Context: an optimization exercise on an open-source flow, tuned for small area and few clock cycles per item. The choices shown serve that exercise and are no tape-out recipe.
In this exercise RTL edits were held to simulation tests only and were not proved equivalent to the original.
No activity file was given, so power comes from the tool's default toggle rates.

**flow/config.mk**
```make
export PLATFORM = sky130hd
export DESIGN_NAME = ultrasonic_obstacle_avoid_fsm
export DESIGN_NICKNAME = ultrasonic_obstacle_avoid_fsm
export VERILOG_FILES = /design/flow/design.v
export SDC_FILE = /design/flow/constraint.sdc
export NUM_CORES = 4
export LEC_CHECK = 0
export CAP_MARGIN = 20
export CORE_MARGIN = 2
export CORE_UTILIZATION = 40
export SLEW_MARGIN = 20
```
**flow/constraint.sdc**
```tcl
create_clock -name core_clock -period 8.0 [get_ports {clk}]
set_input_delay 1.6000 -clock core_clock [delete_from_list [all_inputs] [get_ports {clk}]]
set_output_delay 1.6000 -clock core_clock [all_outputs]
set_load 0.01 [all_outputs]
```
**flow/design.v**
```verilog
`timescale 1ns / 1ps
`default_nettype none
package uoa_pkg;
  localparam int DIST_BITS = 12;
  localparam int TIME_W    = 32;
  localparam int REG_DIST_W = 12;
  localparam int PWM_W      = 10;
  localparam int DUTY_W     = 12;
  localparam int CMD_W      = 3;
  localparam int MODE_W     = 3;
  localparam int CFG_ADDR_W = 3;
  localparam int CFG_DATA_W = 12;
  localparam int CORR_W     = 8;
  localparam int NUM_ENT    = 3;
  localparam int CNT_W      = 2;
  localparam int ENT_W      = CMD_W + 2 * DUTY_W;   
  localparam int CMP_W = ((DIST_BITS > REG_DIST_W) ? DIST_BITS : REG_DIST_W) + 1;
  localparam int OFS_NOW   = 0;
  localparam int OFS_AUTO  = OFS_NOW + TIME_W;
  localparam int OFS_FRONT = OFS_AUTO + 1;
  localparam int OFS_LEFT  = OFS_FRONT + DIST_BITS;
  localparam int OFS_RIGHT = OFS_LEFT + DIST_BITS;
  localparam int OFS_FOK   = OFS_RIGHT + DIST_BITS;
  localparam int OFS_LOK   = OFS_FOK + 1;
  localparam int OFS_ROK   = OFS_LOK + 1;
  localparam int OFS_FST   = OFS_ROK + 1;
  localparam int OFS_LST   = OFS_FST + TIME_W;
  localparam int OFS_RST   = OFS_LST + TIME_W;
  localparam int IN_BITS   = OFS_RST + TIME_W;
  localparam int IN_TDATA_W = ((IN_BITS + 7) / 8) * 8;
  localparam int OFS_CMD   = 0;
  localparam int OFS_LDUTY = OFS_CMD + CMD_W;
  localparam int OFS_RDUTY = OFS_LDUTY + DUTY_W;
  localparam int OFS_MODE  = OFS_RDUTY + DUTY_W;
  localparam int OUT_BITS  = OFS_MODE + MODE_W;
  localparam int OUT_TDATA_W = ((OUT_BITS + 7) / 8) * 8;
  localparam logic [TIME_W-1:0] STALE_MS    = 32'd100;
  localparam logic [TIME_W-1:0] COOLDOWN_MS = 32'd1500;
  localparam logic [TIME_W-1:0] PAUSE_MS    = 32'd300;
  localparam logic [TIME_W-1:0] REVERSE_MS  = 32'd500;
  localparam logic [TIME_W-1:0] TURN_MIN_MS = 32'd300;
  localparam logic [TIME_W-1:0] TURN_MAX_MS = 32'd1500;
  localparam int DEADBAND_MM = 15;
  localparam int MAX_CORR    = 110;
  localparam logic [MODE_W-1:0] M_FWD   = 3'd0;
  localparam logic [MODE_W-1:0] M_PAUSE = 3'd1;
  localparam logic [MODE_W-1:0] M_REV   = 3'd2;
  localparam logic [MODE_W-1:0] M_PL    = 3'd3;
  localparam logic [MODE_W-1:0] M_PR    = 3'd4;
  localparam logic [CMD_W-1:0] CMD_STOP = 3'd0;
  localparam logic [CMD_W-1:0] CMD_FWD  = 3'd1;
  localparam logic [CMD_W-1:0] CMD_BACK = 3'd2;
  localparam logic [CMD_W-1:0] CMD_PL   = 3'd3;
  localparam logic [CMD_W-1:0] CMD_PR   = 3'd4;
  localparam logic [CMD_W-1:0] CMD_DIFF = 3'd5;
  localparam logic [CFG_ADDR_W-1:0] REG_FRONT_STOP   = 3'd0;
  localparam logic [CFG_ADDR_W-1:0] REG_FRONT_CLEAR  = 3'd1;
  localparam logic [CFG_ADDR_W-1:0] REG_SIDE_OPEN    = 3'd2;
  localparam logic [CFG_ADDR_W-1:0] REG_SIDE_BLOCKED = 3'd3;
  localparam logic [CFG_ADDR_W-1:0] REG_JUNC_MARGIN  = 3'd4;
  localparam logic [CFG_ADDR_W-1:0] REG_DRIVE_PWM    = 3'd5;
  localparam logic [CFG_ADDR_W-1:0] REG_TURN_PWM     = 3'd6;
  localparam logic [CFG_ADDR_W-1:0] REG_REVERSE_PWM  = 3'd7;
  typedef logic [DIST_BITS-1:0]        dist_t;
  typedef logic [REG_DIST_W-1:0]       rdist_t;
  typedef logic [PWM_W-1:0]            pwm_t;
  typedef logic [TIME_W-1:0]           ms_t;
  typedef logic [CMP_W-1:0]            cmp_t;
  typedef logic signed [DIST_BITS:0]   err_t;
  typedef logic signed [CORR_W-1:0]    corr_t;
  typedef logic signed [DUTY_W-1:0]    duty_t;
  typedef struct packed {
    ms_t   right_stamp_ms;
    ms_t   left_stamp_ms;
    ms_t   front_stamp_ms;
    logic  right_ok;
    logic  left_ok;
    logic  front_ok;
    dist_t right_mm;
    dist_t left_mm;
    dist_t front_mm;
    logic  auto_enabled;
    ms_t   now_ms;
  } in_t;
  typedef struct packed {
    rdist_t fwd_stop_dist;
    rdist_t fwd_clear_dist;
    rdist_t junc_open_dist;
    rdist_t side_block_dist;
    rdist_t junction_margin_mm;
    pwm_t   drive_pwm;
    pwm_t   turn_pwm;
    pwm_t   reverse_pwm;
  } cfg_t;
  typedef struct packed {
    logic [MODE_W-1:0] mode;
    ms_t               mode_start_ms;
    ms_t               last_junction_ms;
    logic              prefer_left;
  } state_t;
  typedef struct packed {
    logic [CMD_W-1:0] cmd;
    duty_t            left_duty;
    duty_t            right_duty;
  } ent_t;
  typedef struct packed {
    logic [NUM_ENT*ENT_W-1:0] ents;   
    logic [CNT_W-1:0]   cnt;
    logic [MODE_W-1:0]  mode;
  } run_t;
  function automatic ent_t mk_ent(input logic [CMD_W-1:0] cmd, input duty_t l,
                                  input duty_t r);
    mk_ent = {cmd, l, r};
  endfunction
endpackage
`default_nettype wire
`timescale 1ns / 1ps
`default_nettype none
module uoa_cfg (
  input  wire logic                            clk,
  input  wire logic                            rst,
  input  wire logic                            cfg_we,
  input  wire logic [uoa_pkg::CFG_ADDR_W-1:0]  cfg_addr,
  input  wire logic [uoa_pkg::CFG_DATA_W-1:0]  cfg_wdata,
  output uoa_pkg::cfg_t                        cfg
);
  always_ff @(posedge clk) begin
    if (rst) begin
      cfg.fwd_stop_dist      <= uoa_pkg::rdist_t'(250);
      cfg.fwd_clear_dist     <= uoa_pkg::rdist_t'(400);
      cfg.junc_open_dist     <= uoa_pkg::rdist_t'(500);
      cfg.side_block_dist    <= uoa_pkg::rdist_t'(200);
      cfg.junction_margin_mm <= uoa_pkg::rdist_t'(200);
      cfg.drive_pwm          <= uoa_pkg::pwm_t'(500);
      cfg.turn_pwm           <= uoa_pkg::pwm_t'(500);
      cfg.reverse_pwm        <= uoa_pkg::pwm_t'(400);
    end else if (cfg_we) begin
      case (cfg_addr)
        uoa_pkg::REG_FRONT_STOP:   cfg.fwd_stop_dist      <= cfg_wdata[uoa_pkg::REG_DIST_W-1:0];
        uoa_pkg::REG_FRONT_CLEAR:  cfg.fwd_clear_dist     <= cfg_wdata[uoa_pkg::REG_DIST_W-1:0];
        uoa_pkg::REG_SIDE_OPEN:    cfg.junc_open_dist     <= cfg_wdata[uoa_pkg::REG_DIST_W-1:0];
        uoa_pkg::REG_SIDE_BLOCKED: cfg.side_block_dist    <= cfg_wdata[uoa_pkg::REG_DIST_W-1:0];
        uoa_pkg::REG_JUNC_MARGIN:  cfg.junction_margin_mm <= cfg_wdata[uoa_pkg::REG_DIST_W-1:0];
        uoa_pkg::REG_DRIVE_PWM:    cfg.drive_pwm          <= cfg_wdata[uoa_pkg::PWM_W-1:0];
        uoa_pkg::REG_TURN_PWM:     cfg.turn_pwm           <= cfg_wdata[uoa_pkg::PWM_W-1:0];
        uoa_pkg::REG_REVERSE_PWM:  cfg.reverse_pwm        <= cfg_wdata[uoa_pkg::PWM_W-1:0];
        default: ;
      endcase
    end
  end
endmodule
`default_nettype wire
`timescale 1ns / 1ps
`default_nettype none
module uoa_step (
  input  wire uoa_pkg::in_t    tick,
  input  wire uoa_pkg::cfg_t   cfg,
  input  wire uoa_pkg::state_t st,
  output uoa_pkg::state_t      st_next,
  output uoa_pkg::run_t        run
);
  logic            fv, lv, rv;
  logic            cool, choose_left, lb, rb, turn_done;
  uoa_pkg::ms_t    el;
  uoa_pkg::cmp_t   front_c, left_c, right_c, fm;
  uoa_pkg::err_t   err;
  uoa_pkg::corr_t  corr;
  uoa_pkg::duty_t  tp, dp, rp, zero_d;
  uoa_pkg::ent_t   stop_e, pl_e, pr_e, back_e, diff_e, fwd_e;
  uoa_pkg::ent_t   e0, e1, e2;
  logic [uoa_pkg::MODE_W-1:0] n_mode;
  uoa_pkg::ms_t    n_start, n_junc;
  logic            n_pref;
  logic [uoa_pkg::CNT_W-1:0] n_cnt;
  assign fv = tick.front_ok && ((tick.now_ms - tick.front_stamp_ms) <= uoa_pkg::STALE_MS);
  assign lv = tick.left_ok  && ((tick.now_ms - tick.left_stamp_ms)  <= uoa_pkg::STALE_MS);
  assign rv = tick.right_ok && ((tick.now_ms - tick.right_stamp_ms) <= uoa_pkg::STALE_MS);
  assign el   = tick.now_ms - st.mode_start_ms;
  assign cool = (tick.now_ms - st.last_junction_ms) >= uoa_pkg::COOLDOWN_MS;
  assign front_c = uoa_pkg::cmp_t'(tick.front_mm);
  assign left_c  = uoa_pkg::cmp_t'(tick.left_mm);
  assign right_c = uoa_pkg::cmp_t'(tick.right_mm);
  assign fm      = front_c + uoa_pkg::cmp_t'(cfg.junction_margin_mm);
  assign choose_left = (lv && rv) ? (left_c >= right_c) : lv;
  assign lb = !lv || (left_c  < uoa_pkg::cmp_t'(cfg.side_block_dist));
  assign rb = !rv || (right_c < uoa_pkg::cmp_t'(cfg.side_block_dist));
  assign turn_done = ((el >= uoa_pkg::TURN_MIN_MS) &&
                      (front_c >= uoa_pkg::cmp_t'(cfg.fwd_clear_dist))) ||
                     (el >= uoa_pkg::TURN_MAX_MS);
  assign tp     = uoa_pkg::duty_t'({2'b00, cfg.turn_pwm});
  assign dp     = uoa_pkg::duty_t'({2'b00, cfg.drive_pwm});
  assign rp     = uoa_pkg::duty_t'({2'b00, cfg.reverse_pwm});
  assign zero_d = '0;
  assign stop_e = uoa_pkg::mk_ent(uoa_pkg::CMD_STOP, zero_d, zero_d);
  assign pl_e   = uoa_pkg::mk_ent(uoa_pkg::CMD_PL, tp, tp);
  assign pr_e   = uoa_pkg::mk_ent(uoa_pkg::CMD_PR, tp, tp);
  assign back_e = uoa_pkg::mk_ent(uoa_pkg::CMD_BACK, rp, rp);
  assign diff_e = uoa_pkg::mk_ent(uoa_pkg::CMD_DIFF, dp + uoa_pkg::duty_t'(corr),
                                  dp - uoa_pkg::duty_t'(corr));
  assign fwd_e  = uoa_pkg::mk_ent(uoa_pkg::CMD_FWD, dp, dp);
  assign err = uoa_pkg::err_t'({1'b0, tick.right_mm}) - uoa_pkg::err_t'({1'b0, tick.left_mm});
  always_comb begin
    if (err > uoa_pkg::MAX_CORR) begin
      corr = uoa_pkg::corr_t'(uoa_pkg::MAX_CORR);
    end else if (err < -uoa_pkg::MAX_CORR) begin
      corr = uoa_pkg::corr_t'(-uoa_pkg::MAX_CORR);
    end else if ((err > uoa_pkg::DEADBAND_MM) || (err < -uoa_pkg::DEADBAND_MM)) begin
      corr = uoa_pkg::corr_t'(err);
    end else begin
      corr = '0;
    end
  end
  always_comb begin
    n_mode = st.mode;
    n_start = st.mode_start_ms;
    n_junc = st.last_junction_ms;
    n_pref = st.prefer_left;
    e0 = '0;
    e1 = '0;
    e2 = '0;
    n_cnt = '0;
    if (!tick.auto_enabled) begin
      n_mode = uoa_pkg::M_FWD;
      n_start = tick.now_ms;
      n_junc = tick.now_ms;
    end else if (!fv) begin
      e0 = stop_e;
      n_cnt = 2'd1;
    end else begin
      case (st.mode)
        uoa_pkg::M_FWD: begin
          n_cnt = 2'd1;
          if (front_c <= uoa_pkg::cmp_t'(cfg.fwd_stop_dist)) begin
            e0 = stop_e;
            n_pref = choose_left;
            n_mode = uoa_pkg::M_PAUSE;
            n_start = tick.now_ms;
          end else if (cool && lv && rv && (left_c >= uoa_pkg::cmp_t'(cfg.junc_open_dist)) &&
                       (left_c > fm) && (left_c > right_c)) begin
            e0 = pl_e;
            n_mode = uoa_pkg::M_PL;
            n_start = tick.now_ms;
            n_junc = tick.now_ms;
          end else if (cool && lv && rv && (right_c >= uoa_pkg::cmp_t'(cfg.junc_open_dist)) &&
                       (right_c > fm) && (right_c > left_c)) begin
            e0 = pr_e;
            n_mode = uoa_pkg::M_PR;
            n_start = tick.now_ms;
            n_junc = tick.now_ms;
          end else if (lv && rv) begin
            e0 = diff_e;
          end else begin
            e0 = fwd_e;
          end
        end
        uoa_pkg::M_PAUSE: begin
          e0 = stop_e;
          n_cnt = 2'd1;
          if (el >= uoa_pkg::PAUSE_MS) begin
            n_cnt = 2'd2;
            if (lb && rb) begin
              e1 = back_e;
              n_mode = uoa_pkg::M_REV;
            end else if (st.prefer_left) begin
              e1 = pl_e;
              n_mode = uoa_pkg::M_PL;
            end else begin
              e1 = pr_e;
              n_mode = uoa_pkg::M_PR;
            end
            n_start = tick.now_ms;
          end
        end
        uoa_pkg::M_REV: begin
          e0 = back_e;
          n_cnt = 2'd1;
          if (el >= uoa_pkg::REVERSE_MS) begin
            n_cnt = 2'd3;
            e1 = stop_e;
            n_pref = choose_left;
            e2 = choose_left ? pl_e : pr_e;
            n_mode = choose_left ? uoa_pkg::M_PL : uoa_pkg::M_PR;
            n_start = tick.now_ms;
          end
        end
        uoa_pkg::M_PL, uoa_pkg::M_PR: begin
          e0 = (st.mode == uoa_pkg::M_PL) ? pl_e : pr_e;
          n_cnt = 2'd1;
          if (turn_done) begin
            e1 = stop_e;
            n_cnt = 2'd2;
            n_mode = uoa_pkg::M_FWD;
            n_start = tick.now_ms;
            n_junc = tick.now_ms;
          end
        end
        default: begin
          e0 = stop_e;
          n_cnt = 2'd1;
          n_mode = uoa_pkg::M_FWD;
          n_start = tick.now_ms;
          n_junc = tick.now_ms;
        end
      endcase
    end
    st_next = {n_mode, n_start, n_junc, n_pref};
    run = {e2, e1, e0, n_cnt, n_mode};
  end
endmodule
`default_nettype wire
`timescale 1ns / 1ps
`default_nettype none
module uoa_outbuf (
  input  wire logic                          clk,
  input  wire logic                          rst,
  input  wire logic                          load,
  input  wire uoa_pkg::run_t                 run_in,
  input  wire logic                          ready,
  output logic                               valid,
  output uoa_pkg::ent_t                      ent,
  output logic [uoa_pkg::MODE_W-1:0]         mode,
  output logic                               last,
  output logic                               free
);
  uoa_pkg::run_t            run;
  logic [uoa_pkg::CNT_W-1:0] idx;
  logic                      fire;
  assign fire = valid && ready;
  assign last = (idx == (run.cnt - 2'd1));
  assign free = !valid || (fire && last);
  assign mode = run.mode;
  always_comb begin
    case (idx)
      2'd0:    ent = run.ents[0*uoa_pkg::ENT_W +: uoa_pkg::ENT_W];
      2'd1:    ent = run.ents[1*uoa_pkg::ENT_W +: uoa_pkg::ENT_W];
      default: ent = run.ents[2*uoa_pkg::ENT_W +: uoa_pkg::ENT_W];
    endcase
  end
  always_ff @(posedge clk) begin
    if (rst) begin
      valid <= 1'b0;
      idx   <= '0;
    end else begin
      if (fire) begin
        if (last) begin
          valid <= 1'b0;
        end else begin
          idx <= idx + 2'd1;
        end
      end
      if (load) begin
        valid <= (run_in.cnt != 2'd0);
        idx   <= '0;
      end
    end
  end
  always_ff @(posedge clk) begin
    if (load) begin
      run <= run_in;
    end
  end
endmodule
`default_nettype wire
`timescale 1ns / 1ps
`default_nettype none
module ultrasonic_obstacle_avoid_fsm (
  input  wire logic                              clk,
  input  wire logic                              rst,
  input  wire logic                              s_tvalid,
  output logic                                   s_tready,
  input  wire logic [uoa_pkg::IN_TDATA_W-1:0]    s_tdata,
  output logic                                   m_tvalid,
  input  wire logic                              m_tready,
  output logic [uoa_pkg::OUT_TDATA_W-1:0]        m_tdata,
  output logic                                   m_tlast,
  input  wire logic                              cfg_we,
  input  wire logic [uoa_pkg::CFG_ADDR_W-1:0]    cfg_addr,
  input  wire logic [uoa_pkg::CFG_DATA_W-1:0]    cfg_wdata
);
  uoa_pkg::cfg_t   cfg;
  uoa_pkg::in_t    in_q;
  uoa_pkg::in_t    in_d;
  logic            in_valid;
  logic            take;
  logic            ob_free;
  uoa_pkg::state_t st;
  uoa_pkg::state_t st_next;
  uoa_pkg::run_t   run;
  uoa_pkg::ent_t   ent;
  logic [uoa_pkg::MODE_W-1:0] out_mode;
  uoa_cfg u_cfg (
    .clk       (clk),
    .rst       (rst),
    .cfg_we    (cfg_we),
    .cfg_addr  (cfg_addr),
    .cfg_wdata (cfg_wdata),
    .cfg       (cfg)
  );
  assign in_d.now_ms         = s_tdata[uoa_pkg::OFS_NOW   +: uoa_pkg::TIME_W];
  assign in_d.auto_enabled   = s_tdata[uoa_pkg::OFS_AUTO];
  assign in_d.front_mm       = s_tdata[uoa_pkg::OFS_FRONT +: uoa_pkg::DIST_BITS];
  assign in_d.left_mm        = s_tdata[uoa_pkg::OFS_LEFT  +: uoa_pkg::DIST_BITS];
  assign in_d.right_mm       = s_tdata[uoa_pkg::OFS_RIGHT +: uoa_pkg::DIST_BITS];
  assign in_d.front_ok       = s_tdata[uoa_pkg::OFS_FOK];
  assign in_d.left_ok        = s_tdata[uoa_pkg::OFS_LOK];
  assign in_d.right_ok       = s_tdata[uoa_pkg::OFS_ROK];
  assign in_d.front_stamp_ms = s_tdata[uoa_pkg::OFS_FST   +: uoa_pkg::TIME_W];
  assign in_d.left_stamp_ms  = s_tdata[uoa_pkg::OFS_LST   +: uoa_pkg::TIME_W];
  assign in_d.right_stamp_ms = s_tdata[uoa_pkg::OFS_RST   +: uoa_pkg::TIME_W];
  assign take     = in_valid && ob_free;
  assign s_tready = !in_valid || take;
  always_ff @(posedge clk) begin
    if (rst) begin
      in_valid <= 1'b0;
    end else if (s_tvalid && s_tready) begin
      in_valid <= 1'b1;
    end else if (take) begin
      in_valid <= 1'b0;
    end
  end
  always_ff @(posedge clk) begin
    if (s_tvalid && s_tready) begin
      in_q <= in_d;
    end
  end
  uoa_step u_step (
    .tick    (in_q),
    .cfg     (cfg),
    .st      (st),
    .st_next (st_next),
    .run     (run)
  );
  always_ff @(posedge clk) begin
    if (rst) begin
      st.mode             <= uoa_pkg::M_FWD;
      st.mode_start_ms    <= '0;
      st.last_junction_ms <= '0;
      st.prefer_left      <= 1'b1;
    end else if (take) begin
      st <= st_next;
    end
  end
  uoa_outbuf u_outbuf (
    .clk    (clk),
    .rst    (rst),
    .load   (take),
    .run_in (run),
    .ready  (m_tready),
    .valid  (m_tvalid),
    .ent    (ent),
    .mode   (out_mode),
    .last   (m_tlast),
    .free   (ob_free)
  );
  always_comb begin
    m_tdata = '0;
    m_tdata[uoa_pkg::OFS_CMD   +: uoa_pkg::CMD_W]  = ent.cmd;
    m_tdata[uoa_pkg::OFS_LDUTY +: uoa_pkg::DUTY_W] = ent.left_duty;
    m_tdata[uoa_pkg::OFS_RDUTY +: uoa_pkg::DUTY_W] = ent.right_duty;
    m_tdata[uoa_pkg::OFS_MODE  +: uoa_pkg::MODE_W] = out_mode;
  end
endmodule
`default_nettype wire
```
**flow/run.sh**
```bash
#!/bin/bash
# synth_recipe.tcl (not shown) runs the flow's synth.tcl, then flattens the netlist and writes it again
# the make line also repeats each setting of config.mk as NAME=value (left out here)
make -C /OpenROAD-flow-scripts/flow DESIGN_CONFIG=/design/flow/config.mk WORK_HOME=/design/flow/orfs CLKGATE_MAP_FILE= SYNTH_SCRIPT=/design/flow/synth_recipe.tcl finish
```
==> run notes <==
chip height - 275.1 um
Max clock buf depth - 3
CP max stage cell - fa_1
most used cell, CP - a21oi_1
most common cell after layout, fill and taps aside - a21oi_1
Clock Sinks - 386
maximum VDD drop - 0.0001715 V
Initial Util - 40.36%
largest fanout on the critical path - 5
post-cts resize count - 0
DRC viols - 0
gr ovfl total - 0
Reg-to-Reg Start - in_q[57]
Yosys warnings - 4
CP arrival - 6.72 ns
WHS Endpoint - u_cfg.cfg[72]
share of cells above drive strength 1 - 4.807%
hold path cells - 2
Slew headroom - 28.58%
cts bufs inserted - 48
post-route antenna net violation count - 0
r2r endpoint - u_outbuf.run[14]
drt via density - 5.691
Mean Syn Cell Area - 8.664 um^2
fillcell total - 7,087
Final Skew - 0.04139 ns
Hold Startpoint - u_cfg.cfg[72]
P per Cell Area - 179.8 nW/um^2
detailed placement HPWL - 69.25 mm
max-cap check violation count - 0
most frequent cells in the layout - a21oi_1, nand2_1, ha_1, inv_1, nor2_1
final period utilization - 79.87%
Slew @ Worst Pin - 1.044 ns
pins over their slew limit - 0
Buffers on Ports - 220
Hold Fails Final Rpt - 0
Layout area overhead - 15.50%
worst reg2reg setup slack - 1.61 ns
setup_tns - 0 ns
RSZ-0062 raised after global routing - no
share of flip-flops with an asynchronous set or reset - 0%
Die X - 275.1 um
Ports - 223
Mapped Area - 29,400 um^2
Final #Nets - 4,032
setup violators final - 0
Fmax - 156.5 MHz
Hold Buf Count CTS - 0
Skew-Pair Late Insertion Delay - 0.61 ns
Avg WL per Cell - 20.02 um
vias in the first global route - 24,447
LEAKAGE - 0.01333 uW
Post-Synthesis Cells - 3,393
Total Routing Usage GR - 23.50%
area of the multi-input gates - 17,700 um^2
H-tree depth - 2
top_reg_cell synth - edfxtp_1
final RePlAce weighted congestion - 0.9345
global-route wire length before repair - 139.2 mm
drt total wl - 90.83 mm
Diodes inserted - 0
CTS tree - done
Seq/Total Area, Yosys - 33.91%
Die ar. - 75,680 um^2
Placement Rows - 99
status - finished clean
Core Box Area - 72,830 um^2
Worst R2R Path Depth - 30
Sequential Area - 9970 um^2
Post-synth EDFFs - 224
Min-Delay Path Class - flop to flop
initial antenna violation count - 2
CP max stage delay - 0.39 ns
post-synthesis cell type count - 99
Post-CTS Setup Bufs - 0
largest net degree at the start of global routing - 124
crit path time final - 6.390 ns
CP Launch Type - flop
Vias - 25,822
drt pass-1 iters - 5
Iteration-0 DRC Markers - 2,168
required time worst endpoint - 8.33 ns
CP Capture Type - flop
post-layout util - 46.62%
critical path class - flop to flop
root buf cell - clkbuf_16
Worst-path clk slew - 0.06 ns
Seq cells post-synth - 386
## stage by stage
stage / total power, uW / instances / cell area (um^2) / worst slack [ns] / hold slack, ns
floorplan: 3407 / 3394 / 29400 / 1.154 / 0.4363
global placement: 3892 / 4448 / 32310 / 1.731 / 0.4412
detailed placement: 3887 / 4448 / 32310 / 1.575 / 0.4468
CTS: 6149 / 4536 / 33930 / 1.528 / 0.4552
global route: 6419 / 4537 / 33950 / 1.016 / 0.4655
finish: 6103 / 4537 / 33950 / 1.610 / 0.4534
## cell families (layout without fill, tap and decap cells)
kind of cell	count (synthesis)	count (layout)	synth area share [%]
mux	110	110	3.775
simple gates	1028	1028	16.91
buf+inv	434	618	6.001
flops	386	386	33.91
compound gates	1018	1018	22.96
other cells	1	2	0.01276
fa+ha+maj	304	304	13.09
xor+xnor	112	112	3.337
## worst max path at each step
| stage | startpoint | end | slack (ns) | cells after the start |
|---|---|---|---|---|
| floorplan | m_tready | in_q[0] | 1.15 | 4 |
| global placement | in_q[33] | st[33] | 1.73 | 22 |
| detailed placement | in_q[33] | st[45] | 1.58 | 22 |
| CTS | in_q[33] | st[45] | 1.53 | 22 |
| global route | in_q[57] | u_outbuf.run[14] | 1.02 | 30 |
| finish | in_q[57] | u_outbuf.run[14] | 1.61 | 30 |
## metal layers
| metal | vias up | global-route usage, % | part of all wire (%) |
|---|---|---|---|
| li1 | 12739 | - | - |
| met1 | 12150 | 31.57 | 45 |
| met2 | 784 | 38.48 | 45 |
| met3 | 149 | 3.291 | 5.9 |
| met4 | 0 | 8.521 | 3.8 |
| met5 | - | 0 | 0 |
## state kept, by name (all words and copies together) (netlist names)
register        count
u_outbuf.run       56
st                 68
u_outbuf.valid      1
u_outbuf.idx        2
in_valid            1
u_cfg.cfg          90
in_q              168
## critical path, delay by kind of cell (launching register included)
family / cells / cell delay, ns
multiplexers: 1 / 0.26
adder cells (fa/ha/maj): 3 / 0.95
XOR/XNOR: 2 / 0.33
AO/OA/AOI/OAI: 14 / 2.80
AND/OR/NAND/NOR: 6 / 1.01
buffers and inverters: 4 / 0.38
flip-flops: 1 / 0.37
## power by group
| group | leakage, uW | switching, uW | internal, uW |
|---|---|---|---|
| Clock | 0.000785 | 924 | 1310 |
| Sequential | 0.00347 | 91.3 | 2200 |
| Combinational | 0.00908 | 926 | 654 |
## synth_stat cells, types with 9 or more instances
cell type / instances / share of area, %
a211oi_1: 39 / 1.0
nand2b_1: 39 / 0.83
nor2b_1: 43 / 0.92
a21oi_1: 325 / 5.5
o31ai_1: 24 / 0.61
inv_1: 288 / 3.7
o211ai_1: 47 / 1.2
o22ai_1: 9 / 0.19
o211a_1: 11 / 0.37
nor3_1: 70 / 1.2
buf_2: 19 / 0.32
nor2_1: 286 / 3.7
a22oi_1: 16 / 0.41
a2111oi_0: 10 / 0.30
nand4_1: 68 / 1.4
or4_1: 13 / 0.33
or2_2: 12 / 0.26
xnor2_1: 64 / 1.9
nor4_1: 24 / 0.51
nand3b_1: 14 / 0.36
o2111ai_1: 13 / 0.39
ha_1: 298 / 13
a21o_1: 67 / 1.7
o21bai_1: 32 / 0.82
o21ba_2: 9 / 0.31
a21boi_0: 11 / 0.28
o21ai_0: 147 / 2.5
a221oi_1: 11 / 0.33
a211o_1: 39 / 1.2
and3_1: 11 / 0.23
o21ai_1: 10 / 0.17
nand3_1: 32 / 0.54
edfxtp_1: 224 / 23
or3_1: 23 / 0.49
xor2_1: 48 / 1.4
a22o_1: 11 / 0.33
dfxtp_1: 162 / 11
and2_1: 33 / 0.70
mux2i_1: 103 / 3.5
a31oi_1: 34 / 0.72
buf_4: 12 / 0.31
nand2_1: 321 / 4.1
o21a_1: 58 / 1.5
clkbuf_1: 103 / 1.3
## layout make-up
| type | instances | share of cell area [%] |
|---|---|---|
| inverter | 288 | 3.184 |
| tap | 959 | 3.534 |
| clock inverter | 33 | 1.028 |
| timing repair buffer | 242 | 7.038 |
| multi-input combinational | 2574 | 52.12 |
| sequential | 386 | 29.36 |
| clock buffer | 55 | 3.737 |
Testbench counts, summed over its fixed seeds: cycles 12,396, ticks 12,000.

## re-timing with driven ports
How much do the figures lean on ideal ports? The routed layout below was timed once more, with nothing changed but the port constraints. Step 1: set_driving_cell puts a clkbuf_16 on clk and a buf_2 on each other input, an assumption about the parent block. Step 2 adds t to the input delays and takes it off the output delays; t is the mean of the earliest and latest rising clock arrival at the registers after step 1. Input paths then give back, and output paths get back, about the clock's delay inside the block. Slacks: no drivers / after step 1 / after step 2; pairs: no drivers / after step 1.
shift t [ns]: 0.651
setup WS [ns]: 1.610 / 1.610 / 1.610
hold slack, ns: 0.453 / 0.453 / 0.453
worst setup path after step 2: register to register
worst slew at a driven data input, ns: 0.05
After both steps setup and hold are still met in this run. For this run, drivers alone change the setup slack by 0.000 ns; drivers and shift together by 0.000 ns.
